Context: an optimization exercise on an open-source flow, tuned for small area and a short achievable clock period. The choices shown serve that exercise and are no tape-out recipe.
At most, simulation tests tie the RTL to the original design; equivalence was not proved.
Power and IR drop assume default switching activity.

==> v38 <==
==> flow/design.v (excerpt) <==
module osiris_id_ex #(
    parameter int XLEN = osiris_pkg::XLEN_DEF
) (
    input  logic            i_clk,
    input  logic            i_rst_n,
    input  logic            i_valid,
    input  logic [31:0]     i_instr,
    input  logic [XLEN-1:0] i_pc,
    input  logic [XLEN-1:0] i_rs1_data,
    input  logic [XLEN-1:0] i_rs2_data,
    output logic            o_ex_valid,
    output logic [XLEN-1:0] o_ex_alu_result,
    output logic [XLEN-1:0] o_ex_pc_plus4,
    output logic [XLEN-1:0] o_ex_store_data,
    output logic [4:0]      o_ex_rd,
    output logic            o_ex_reg_write,
    output logic            o_ex_mem_write,
    output logic [1:0]      o_ex_result_src,
    output logic            o_ex_fence,
    output logic            o_pc_src,
    output logic [XLEN-1:0] o_pc_target
);
Settings: LEC_CHECK=0, CAP_MARGIN=20, CORE_MARGIN=2, CORE_UTILIZATION=40, SETUP_SLACK_MARGIN=4.5, SLEW_MARGIN=20; clock period 8.5 ns.
run.sh (not shown) runs the stock make flow with config.mk's settings and CLKGATE_MAP_FILE= SYNTH_SCRIPT=/design/flow/synth_recipe.tcl, a recipe that flattens the netlist after the stock synthesis.
==> inputs of v15, as changes to v38 <==
Settings changed: SETUP_SLACK_MARGIN 4.5 to 3.5.
==> flow_summary.ini <==
[run_status]
outcome = timing/DRC/antenna clean

[finish]
seq-cell-share_pct = 28.1
buffers = 284
final_nets = 1946

[sta]
layout_setup_ws_ns = 3.77
slew_headroom_pct = 33.1

[power_and_ir_drop]
p_clk_share_pct = 31.8
power_switching_mw = 1.16
p_int_mw = 2.49

[detailed_routing]
wl_met3_um = 3540
The numbers above come from v15.

==> flow_summary.ini <==
[run_status]
outcome = timing/DRC/antenna clean

[power_and_ir_drop]
power_switching_mw = 1.18
p_int_mw = 2.52

[synthesis]
synth_cell_types = 78

[sta]
maxSlewViolCount = 0
fin_skew_ns = 0.0276
layout_setup_ws_ns = 4.61
slew_headroom_pct = 28.7

[finish]
final_nets = 1963
drive_gt1_share_pct = 9.20

[detailed_routing]
wl_met3_um = 3770

[critical_path]
cp-startpoint = u_if_id_reg.o_ctrl[10]
The numbers above come from v38.

No run of this note included a check of the RTL's function; only the layout flow was run.

========
==> fjord <==
osiris_id_ex, a different RTL version from the one above (not shown whole).
export LEC_CHECK = 0
export CAP_MARGIN = 20
export CORE_MARGIN = 2
export CORE_UTILIZATION = 60
export PLACE_DENSITY = 0.7
export SLEW_MARGIN = 20
create_clock -name core_clock -period 8.5 [get_ports {i_clk}]
standard.sh (not shown) runs the stock make flow with config.mk's settings and CLKGATE_MAP_FILE= SYNTH_SCRIPT=/design/flow/synth_recipe.tcl, a recipe that flattens the netlist after the stock synthesis.
==> flow/flow/run.sh <==
#!/bin/bash
set -euo pipefail
export BUFFER_PORTS_ARGS="-buffer_cell sky130_fd_sc_hd__buf_1"
export CTS_ARGS="-sink_clustering_enable -repair_clock_nets -dont_use_dummy_load -sink_clustering_size 20 -sink_clustering_max_diameter 100 -buf_list {sky130_fd_sc_hd__clkbuf_8 sky130_fd_sc_hd__clkbuf_16}"
export SETUP_SLACK_MARGIN=5.5
bash standard.sh > standard.log 2>&1
==> delta: changes against fjord <==
--- a/flow/design.v
+++ b/flow/design.v
@@ -117,18 +117,20 @@
     input  logic        i_shift,
     output logic [31:0] o_p,
     output logic [31:0] o_g
 );
     logic [31:0] rs1_rev, a, b;
+    logic [4:0]  shamt;
     for (genvar i = 0; i < 32; i++) begin : g_rev
         assign rs1_rev[i] = i_rs1[31-i];
     end
     assign a = ({32{i_a_pc}} & i_pc) | ({32{i_a_rs1}} & i_rs1) |
                ({32{i_a_rev}} & rs1_rev);
     assign b = i_shift ? 32'd0 : ((i_b_rs2 ? i_rs2 : i_imm) ^ {32{i_sub}});
+    assign shamt = i_b_rs2 ? i_rs2[4:0] : i_imm[4:0];
     assign o_p = a ^ b;
-    assign o_g = a & b;
+    assign o_g = i_shift ? {27'd0, shamt} : (a & b);
 endmodule
 module control_unit (
     input  logic [31:0] i_rs1,
     input  logic [31:0] i_rs2,
     output logic [8:0]  o_cmp,
@@ -239,23 +241,21 @@
     end
 endmodule
 module ex_stage (
     input  logic [31:0] i_p,        
     input  logic [31:0] i_g,        
-    input  logic [4:0]  i_shamt,
     input  logic [2:0]  i_fn,
     input  logic        i_sub,
     input  logic        i_sra,
     input  logic        i_clr0,
     input  logic        i_branch,   
     input  logic [31:0] i_pc,
     output logic [31:0] o_result,
     output logic [31:0] o_pc_plus4
 );
     logic [32:0] sum;
-    logic        lt_c1, lt_c0;
-    logic        f_add, f_sll, f_slt, f_sltu, f_sr, s_p, s_g;
+    logic        lt_s, lt_u;
     logic [31:0] sh_out, sh_rev;
     logic [32:0] sh_ext;
     logic [31:0] p, g;
     logic [31:0] gs [6];
     logic [31:0] ps [6];
@@ -274,18 +274,19 @@
                     ps[k+1][i] = ps[k][i] & ps[k][i - (1 << k)];
                 end
             end
         end
     end
-    assign sum = {1'b0, p ^ {gs[5][30:0], i_sub}};
-    assign lt_c1 = (f_slt & g[31]) | (f_sltu & ~(p[31] | g[31]));
-    assign lt_c0 = (f_slt & (p[31] | g[31])) | (f_sltu & ~g[31]);
-    assign sh_ext = $signed({i_sra & i_fn[2] & p[31], p}) >>> i_shamt;
+    assign sum = {gs[5][31], p ^ {gs[5][30:0], i_sub}};
+    assign lt_u = ~sum[32];
+    assign lt_s = p[31] ? sum[31] : g[31];
+    assign sh_ext = $signed({i_sra & i_fn[2] & p[31], p}) >>> g[4:0];
     assign sh_out = sh_ext[31:0];
     for (genvar i = 0; i < 32; i++) begin : g_rev
         assign sh_rev[i] = sh_out[31-i];
     end
+    logic f_add, f_sll, f_slt, f_sltu, f_sr, s_p, s_g;
     assign f_add  = i_branch | (i_fn == 3'b000);
     assign f_sll  = ~i_branch & (i_fn == 3'b001);
     assign f_slt  = ~i_branch & (i_fn == 3'b010);
     assign f_sltu = ~i_branch & (i_fn == 3'b011);
     assign f_sr   = ~i_branch & (i_fn == 3'b101);
@@ -293,11 +294,11 @@
     assign s_g    = ~i_branch & ((i_fn == 3'b110) | (i_fn == 3'b111));
     logic [31:0] sum_m;
     assign sum_m = {sum[31:1], sum[0] & ~i_clr0};
     assign o_result = ({32{f_add}} & sum_m) | ({32{f_sll}} & sh_rev) |
                       ({32{f_sr}} & sh_out) | ({32{s_p}} & p) | ({32{s_g}} & g) |
-                      {31'd0, gs[5][30] ? lt_c1 : lt_c0};
+                      {31'd0, (f_slt & lt_s) | (f_sltu & lt_u)};
     logic [31:2] inc_c;
     assign inc_c[2] = 1'b1;
     for (genvar i = 3; i < 32; i++) begin : g_inc
         assign inc_c[i] = &i_pc[i-1:2];
     end
@@ -379,21 +380,21 @@
         .i_sub   (sug_if),
         .i_shift (shift),
         .o_p     (p_if),
         .o_g     (g_if)
     );
-    localparam int CW = 26;
+    localparam int CW = 21;
     logic          v_id, go, pc_src_ex;
     logic [CW-1:0] ctrl_id;
     logic [4:0]    rd_id;
     logic [31:0]   p_id, g_id, pc_id, rs2_id;
     if_id_reg #(.CW(CW)) u_if_id_reg (
         .i_clk   (i_clk),
         .i_rst_n (i_rst_n),
         .i_flush (pc_src_ex),
         .i_valid (i_valid),
-        .i_ctrl  ({i_instr[5] ? i_rs2_data[4:0] : i_instr[24:20], cmp_if, branch_if, fence_if, store_if, load_if, reg_write_if,
+        .i_ctrl  ({cmp_if, branch_if, fence_if, store_if, load_if, reg_write_if,
                    jump_if, jalr_if, srp_if, sug_if, fn_if}),
         .i_rd    (i_instr[11:7]),
         .i_p     (p_if),
         .i_g     (g_if),
         .i_pc    (i_pc),
@@ -408,11 +409,10 @@
     );
     logic [31:0] result, pc_plus4;
     ex_stage u_ex_stage (
         .i_p        (p_id),
         .i_g        (g_id),
-        .i_shamt    (ctrl_id[25:21]),
         .i_fn       (ctrl_id[2:0]),
         .i_sub      (ctrl_id[3]),
         .i_sra      (ctrl_id[4]),
         .i_clr0     (ctrl_id[5]),
         .i_branch   (ctrl_id[11]),
CORE_UTILIZATION = 40   (was 60)
PLACE_DENSITY = unset   (was 0.7)
==> garnet: changes against fjord <==
--- a/flow/design.v
+++ b/flow/design.v
@@ -18,31 +18,31 @@
     input  logic          i_rst_n,
     input  logic          i_flush,
     input  logic          i_valid,
     input  logic [CW-1:0] i_ctrl,
     input  logic [4:0]    i_rd,
-    input  logic [31:0]   i_p,
-    input  logic [31:0]   i_g,
+    input  logic [31:0]   i_a,
+    input  logic [31:0]   i_b,
     input  logic [31:0]   i_pc,
     input  logic [31:0]   i_rs2,
     output logic          o_valid,
     output logic [CW-1:0] o_ctrl,
     output logic [4:0]    o_rd,
-    output logic [31:0]   o_p,
-    output logic [31:0]   o_g,
+    output logic [31:0]   o_a,
+    output logic [31:0]   o_b,
     output logic [31:0]   o_pc,
     output logic [31:0]   o_rs2
 );
     always_ff @(posedge i_clk or negedge i_rst_n) begin
         if (!i_rst_n) o_valid <= 1'b0;
         else          o_valid <= i_valid & ~i_flush;
     end
     always_ff @(posedge i_clk) begin
         o_ctrl <= i_ctrl;
         o_rd   <= i_rd;
-        o_p    <= i_p;
-        o_g    <= i_g;
+        o_a    <= i_a;
+        o_b    <= i_b;
         o_pc   <= i_pc;
         o_rs2  <= i_rs2;
     end
 endmodule
 module op_decoder (
@@ -50,11 +50,10 @@
     input  logic [2:0] i_funct_3,
     input  logic       i_funct_7_5,
     output logic       o_a_pc,      
     output logic       o_a_rs1,     
     output logic       o_a_rev,     
-    output logic       o_shift,     
     output logic       o_b_rs2,     
     output logic       o_imm_i,
     output logic       o_imm_s,
     output logic       o_imm_b,
     output logic       o_imm_u,
@@ -82,11 +81,10 @@
     assign jalr   = (i_op == osiris_pkg::OPC_JALR);
     assign fence  = (i_op == osiris_pkg::OPC_MISC_MEM);
     assign alu    = op | op_imm;
     assign o_a_pc      = auipc | jal | branch;
     assign o_a_rev     = alu & (i_funct_3 == 3'b001);
-    assign o_shift     = alu & (i_funct_3[1:0] == 2'b01);
     assign o_a_rs1     = ~(auipc | jal | branch | lui) & ~o_a_rev;
     assign o_b_rs2     = op;
     assign o_imm_s     = store;
     assign o_imm_b     = branch;
     assign o_imm_u     = lui | auipc;
@@ -112,23 +110,20 @@
     input  logic        i_a_pc,
     input  logic        i_a_rs1,
     input  logic        i_a_rev,
     input  logic        i_b_rs2,
     input  logic        i_sub,
-    input  logic        i_shift,
-    output logic [31:0] o_p,
-    output logic [31:0] o_g
+    output logic [31:0] o_a,
+    output logic [31:0] o_b
 );
-    logic [31:0] rs1_rev, a, b;
+    logic [31:0] rs1_rev;
     for (genvar i = 0; i < 32; i++) begin : g_rev
         assign rs1_rev[i] = i_rs1[31-i];
     end
-    assign a = ({32{i_a_pc}} & i_pc) | ({32{i_a_rs1}} & i_rs1) |
-               ({32{i_a_rev}} & rs1_rev);
-    assign b = i_shift ? 32'd0 : ((i_b_rs2 ? i_rs2 : i_imm) ^ {32{i_sub}});
-    assign o_p = a ^ b;
-    assign o_g = a & b;
+    assign o_a = ({32{i_a_pc}} & i_pc) | ({32{i_a_rs1}} & i_rs1) |
+                 ({32{i_a_rev}} & rs1_rev);
+    assign o_b = (i_b_rs2 ? i_rs2 : i_imm) ^ {32{i_sub}};
 endmodule
 module control_unit (
     input  logic [31:0] i_rs1,
     input  logic [31:0] i_rs2,
     output logic [8:0]  o_cmp,
@@ -237,55 +232,37 @@
         o_store_data <= i_store_data;
         o_rd         <= i_rd;
     end
 endmodule
 module ex_stage (
-    input  logic [31:0] i_p,        
-    input  logic [31:0] i_g,        
-    input  logic [4:0]  i_shamt,
+    input  logic [31:0] i_a,
+    input  logic [31:0] i_b,        
     input  logic [2:0]  i_fn,
     input  logic        i_sub,
     input  logic        i_sra,
     input  logic        i_clr0,
     input  logic        i_branch,   
     input  logic [31:0] i_pc,
     output logic [31:0] o_result,
     output logic [31:0] o_pc_plus4
 );
     logic [32:0] sum;
-    logic        lt_c1, lt_c0;
-    logic        f_add, f_sll, f_slt, f_sltu, f_sr, s_p, s_g;
+    logic        lt_s, lt_u;
     logic [31:0] sh_out, sh_rev;
     logic [32:0] sh_ext;
     logic [31:0] p, g;
-    logic [31:0] gs [6];
-    logic [31:0] ps [6];
-    assign p = i_p;
-    assign g = i_g;
-    always_comb begin
-        gs[0] = g;
-        ps[0] = p;
-        gs[0][0] = g[0] | (p[0] & i_sub);
-        for (int k = 0; k < 5; k++) begin
-            gs[k+1] = gs[k];
-            ps[k+1] = ps[k];
-            for (int i = 0; i < 32; i++) begin
-                if (i >= (1 << k)) begin
-                    gs[k+1][i] = gs[k][i] | (ps[k][i] & gs[k][i - (1 << k)]);
-                    ps[k+1][i] = ps[k][i] & ps[k][i - (1 << k)];
-                end
-            end
-        end
-    end
-    assign sum = {1'b0, p ^ {gs[5][30:0], i_sub}};
-    assign lt_c1 = (f_slt & g[31]) | (f_sltu & ~(p[31] | g[31]));
-    assign lt_c0 = (f_slt & (p[31] | g[31])) | (f_sltu & ~g[31]);
-    assign sh_ext = $signed({i_sra & i_fn[2] & p[31], p}) >>> i_shamt;
+    assign p = i_a ^ i_b;
+    assign g = i_a & i_b;
+    assign sum = {1'b0, i_a} + {1'b0, i_b} + {32'd0, i_sub};
+    assign lt_u = ~sum[32];
+    assign lt_s = (i_a[31] == i_b[31]) ? i_a[31] : sum[31];
+    assign sh_ext = $signed({i_sra & i_fn[2] & i_a[31], i_a}) >>> i_b[4:0];
     assign sh_out = sh_ext[31:0];
     for (genvar i = 0; i < 32; i++) begin : g_rev
         assign sh_rev[i] = sh_out[31-i];
     end
+    logic f_add, f_sll, f_slt, f_sltu, f_sr, s_p, s_g;
     assign f_add  = i_branch | (i_fn == 3'b000);
     assign f_sll  = ~i_branch & (i_fn == 3'b001);
     assign f_slt  = ~i_branch & (i_fn == 3'b010);
     assign f_sltu = ~i_branch & (i_fn == 3'b011);
     assign f_sr   = ~i_branch & (i_fn == 3'b101);
@@ -293,11 +270,11 @@
     assign s_g    = ~i_branch & ((i_fn == 3'b110) | (i_fn == 3'b111));
     logic [31:0] sum_m;
     assign sum_m = {sum[31:1], sum[0] & ~i_clr0};
     assign o_result = ({32{f_add}} & sum_m) | ({32{f_sll}} & sh_rev) |
                       ({32{f_sr}} & sh_out) | ({32{s_p}} & p) | ({32{s_g}} & g) |
-                      {31'd0, gs[5][30] ? lt_c1 : lt_c0};
+                      {31'd0, (f_slt & lt_s) | (f_sltu & lt_u)};
     logic [31:2] inc_c;
     assign inc_c[2] = 1'b1;
     for (genvar i = 3; i < 32; i++) begin : g_inc
         assign inc_c[i] = &i_pc[i-1:2];
     end
@@ -323,33 +300,32 @@
     output logic [1:0]      o_ex_result_src,
     output logic            o_ex_fence,
     output logic            o_pc_src,
     output logic [XLEN-1:0] o_pc_target
 );
-    logic       a_pc, a_rs1, a_rev, b_rs2, shift;
+    logic       a_pc, a_rs1, a_rev, b_rs2;
     logic       imm_i, imm_s, imm_b, imm_u, imm_j;
     logic [2:0] fn_if;
-    logic       sug_if, srp_if, jalr_if, jump_if, branch_if;
+    logic       sub_if, sra_if, jalr_if, jump_if, branch_if;
     logic       reg_write_if, load_if, store_if, fence_if;
     logic [8:0] cmp_if;
     op_decoder u_op_decoder (
         .i_op        (i_instr[6:2]),
         .i_funct_3   (i_instr[14:12]),
         .i_funct_7_5 (i_instr[30]),
         .o_a_pc      (a_pc),
         .o_a_rs1     (a_rs1),
         .o_a_rev     (a_rev),
-        .o_shift     (shift),
         .o_b_rs2     (b_rs2),
         .o_imm_i     (imm_i),
         .o_imm_s     (imm_s),
         .o_imm_b     (imm_b),
         .o_imm_u     (imm_u),
         .o_imm_j     (imm_j),
         .o_fn        (fn_if),
-        .o_sub       (sug_if),
-        .o_sra       (srp_if),
+        .o_sub       (sub_if),
+        .o_sra       (sra_if),
         .o_jalr      (jalr_if),
         .o_jump      (jump_if),
         .o_branch    (branch_if),
         .o_reg_write (reg_write_if),
         .o_load      (load_if),
@@ -364,55 +340,53 @@
         .i_imm_b (imm_b),
         .i_imm_u (imm_u),
         .i_imm_j (imm_j),
         .o_imm   (imm)
     );
-    logic [31:0] p_if, g_if;
+    logic [31:0] a_if, b_if;
     alu_decoder u_alu_decoder (
         .i_rs1   (i_rs1_data),
         .i_rs2   (i_rs2_data),
         .i_pc    (i_pc),
         .i_imm   (imm),
         .i_a_pc  (a_pc),
         .i_a_rs1 (a_rs1),
         .i_a_rev (a_rev),
         .i_b_rs2 (b_rs2),
-        .i_sub   (sug_if),
-        .i_shift (shift),
-        .o_p     (p_if),
-        .o_g     (g_if)
+        .i_sub   (sub_if),
+        .o_a     (a_if),
+        .o_b     (b_if)
     );
-    localparam int CW = 26;
+    localparam int CW = 21;
     logic          v_id, go, pc_src_ex;
     logic [CW-1:0] ctrl_id;
     logic [4:0]    rd_id;
-    logic [31:0]   p_id, g_id, pc_id, rs2_id;
+    logic [31:0]   a_id, b_id, pc_id, rs2_id;
     if_id_reg #(.CW(CW)) u_if_id_reg (
         .i_clk   (i_clk),
         .i_rst_n (i_rst_n),
         .i_flush (pc_src_ex),
         .i_valid (i_valid),
-        .i_ctrl  ({i_instr[5] ? i_rs2_data[4:0] : i_instr[24:20], cmp_if, branch_if, fence_if, store_if, load_if, reg_write_if,
-                   jump_if, jalr_if, srp_if, sug_if, fn_if}),
+        .i_ctrl  ({cmp_if, branch_if, fence_if, store_if, load_if, reg_write_if,
+                   jump_if, jalr_if, sra_if, sub_if, fn_if}),
         .i_rd    (i_instr[11:7]),
-        .i_p     (p_if),
-        .i_g     (g_if),
+        .i_a     (a_if),
+        .i_b     (b_if),
         .i_pc    (i_pc),
         .i_rs2   (i_rs2_data),
         .o_valid (v_id),
         .o_ctrl  (ctrl_id),
         .o_rd    (rd_id),
-        .o_p     (p_id),
-        .o_g     (g_id),
+        .o_a     (a_id),
+        .o_b     (b_id),
         .o_pc    (pc_id),
         .o_rs2   (rs2_id)
     );
     logic [31:0] result, pc_plus4;
     ex_stage u_ex_stage (
-        .i_p        (p_id),
-        .i_g        (g_id),
-        .i_shamt    (ctrl_id[25:21]),
+        .i_a        (a_id),
+        .i_b        (b_id),
         .i_fn       (ctrl_id[2:0]),
         .i_sub      (ctrl_id[3]),
         .i_sra      (ctrl_id[4]),
         .i_clr0     (ctrl_id[5]),
         .i_branch   (ctrl_id[11]),
CORE_UTILIZATION = 75   (was 60)
PLACE_DENSITY = 0.85   (was 0.7)
==> qor summary <==
Status: fjord finished clean; delta finished clean; garnet did not finish
Last stage reached: fjord -; delta -; garnet global routing (5_1_grt)
Hold slack: fjord 327 ps; delta 321 ps; garnet -
Number of cells produced by synthesis: fjord 1,390; delta 1,394; garnet 1,348
Sequential cell area fraction in the yosys report: fjord 41.2%; delta 40.0%; garnet 40.2%
Clock share of power: fjord 23.8%; delta 23.3%; garnet -
CTS clock-pin slew for the worst setup and hold paths: fjord 80 ps; delta 80 ps; garnet -
Final instance area: fjord 15,300 µm²; delta 15,600 µm²; garnet -
Power in the clock group: fjord 761 µW; delta 758 µW; garnet -
Critical path buffers and inverters: fjord 6; delta 3; garnet -
Area share of xor/xnor cells in the synthesized design: fjord 5.04%; delta 5.32%; garnet 4.88%
Clock tree from TritonCTS: fjord built; delta built; garnet -
Max Clock Skew: fjord 23.2 ps; delta 38.9 ps; garnet -
Portion of synthesized cell area occupied by the leading cell type: fjord 41.0%; delta 39.8%; garnet 40.0%
Pins Over Slew Limit: fjord 0; delta 0; garnet -
FP Rows: fjord 53; delta 66; garnet 48
Simple-gate share of the synthesized area: fjord 11.6%; delta 12.6%; garnet 11.0%
Core Util, Final: fjord 72.5%; delta 47.9%; garnet -
Switching power summed over all nets: fjord 1.07 mW; delta 1.11 mW; garnet -
Via density per instance: fjord 6.36; delta 5.67; garnet -
Count of routing violations after the opening detailed-route iteration: fjord 1,653; delta 1,443; garnet -
Overall Power: fjord 3.20 mW; delta 3.26 mW; garnet -
Inverters: fjord 78; delta 82; garnet -
Multi-input combinational area share: fjord 47.0%; delta 47.5%; garnet -
Worst slack after detailed placement: fjord 3990 ps; delta 3280 ps; garnet 4100 ps
Post-synthesis share of cell area spent on full adders, half adders and majority gates: fjord 6.92%; delta 6.84%; garnet 6.99%
Flip-flop and latch area: fjord 5370 µm²; delta 5280 µm²; garnet -
Only the layout flow was run in fjord and delta; the RTL was not checked for function there.

port drivers added, routing unchanged:
Ports are ideal in the flow. The routed layouts listed here were re-timed in OpenROAD. Step 1 assumes that a clkbuf_16 drives the clock port and a buf_2 every other input. Step 2 times the ports against the registers' clock, not the clock port: input delays grow and output delays shrink by t, the midpoint of the rising clock arrivals with the driver on. a / b / c = ideal / step 1 / step 2; a / b = the first two.
run | t, ns | setup slack, ns | worst setup path after step 2
v38 | 0.613 | 4.615 / 4.615 / 4.615 | register to register
v15 | 0.611 | 3.766 / 3.766 / 3.766 | register to register
fjord | 0.540 | 5.231 / 5.230 / 4.691 | input to register
delta | 0.552 | 5.276 / 5.273 / 4.721 | input to register
After both steps every run listed still meets setup and hold. For delta, which loses most, drivers alone change the setup slack by -0.003 ns; drivers and shift together by -0.555 ns.
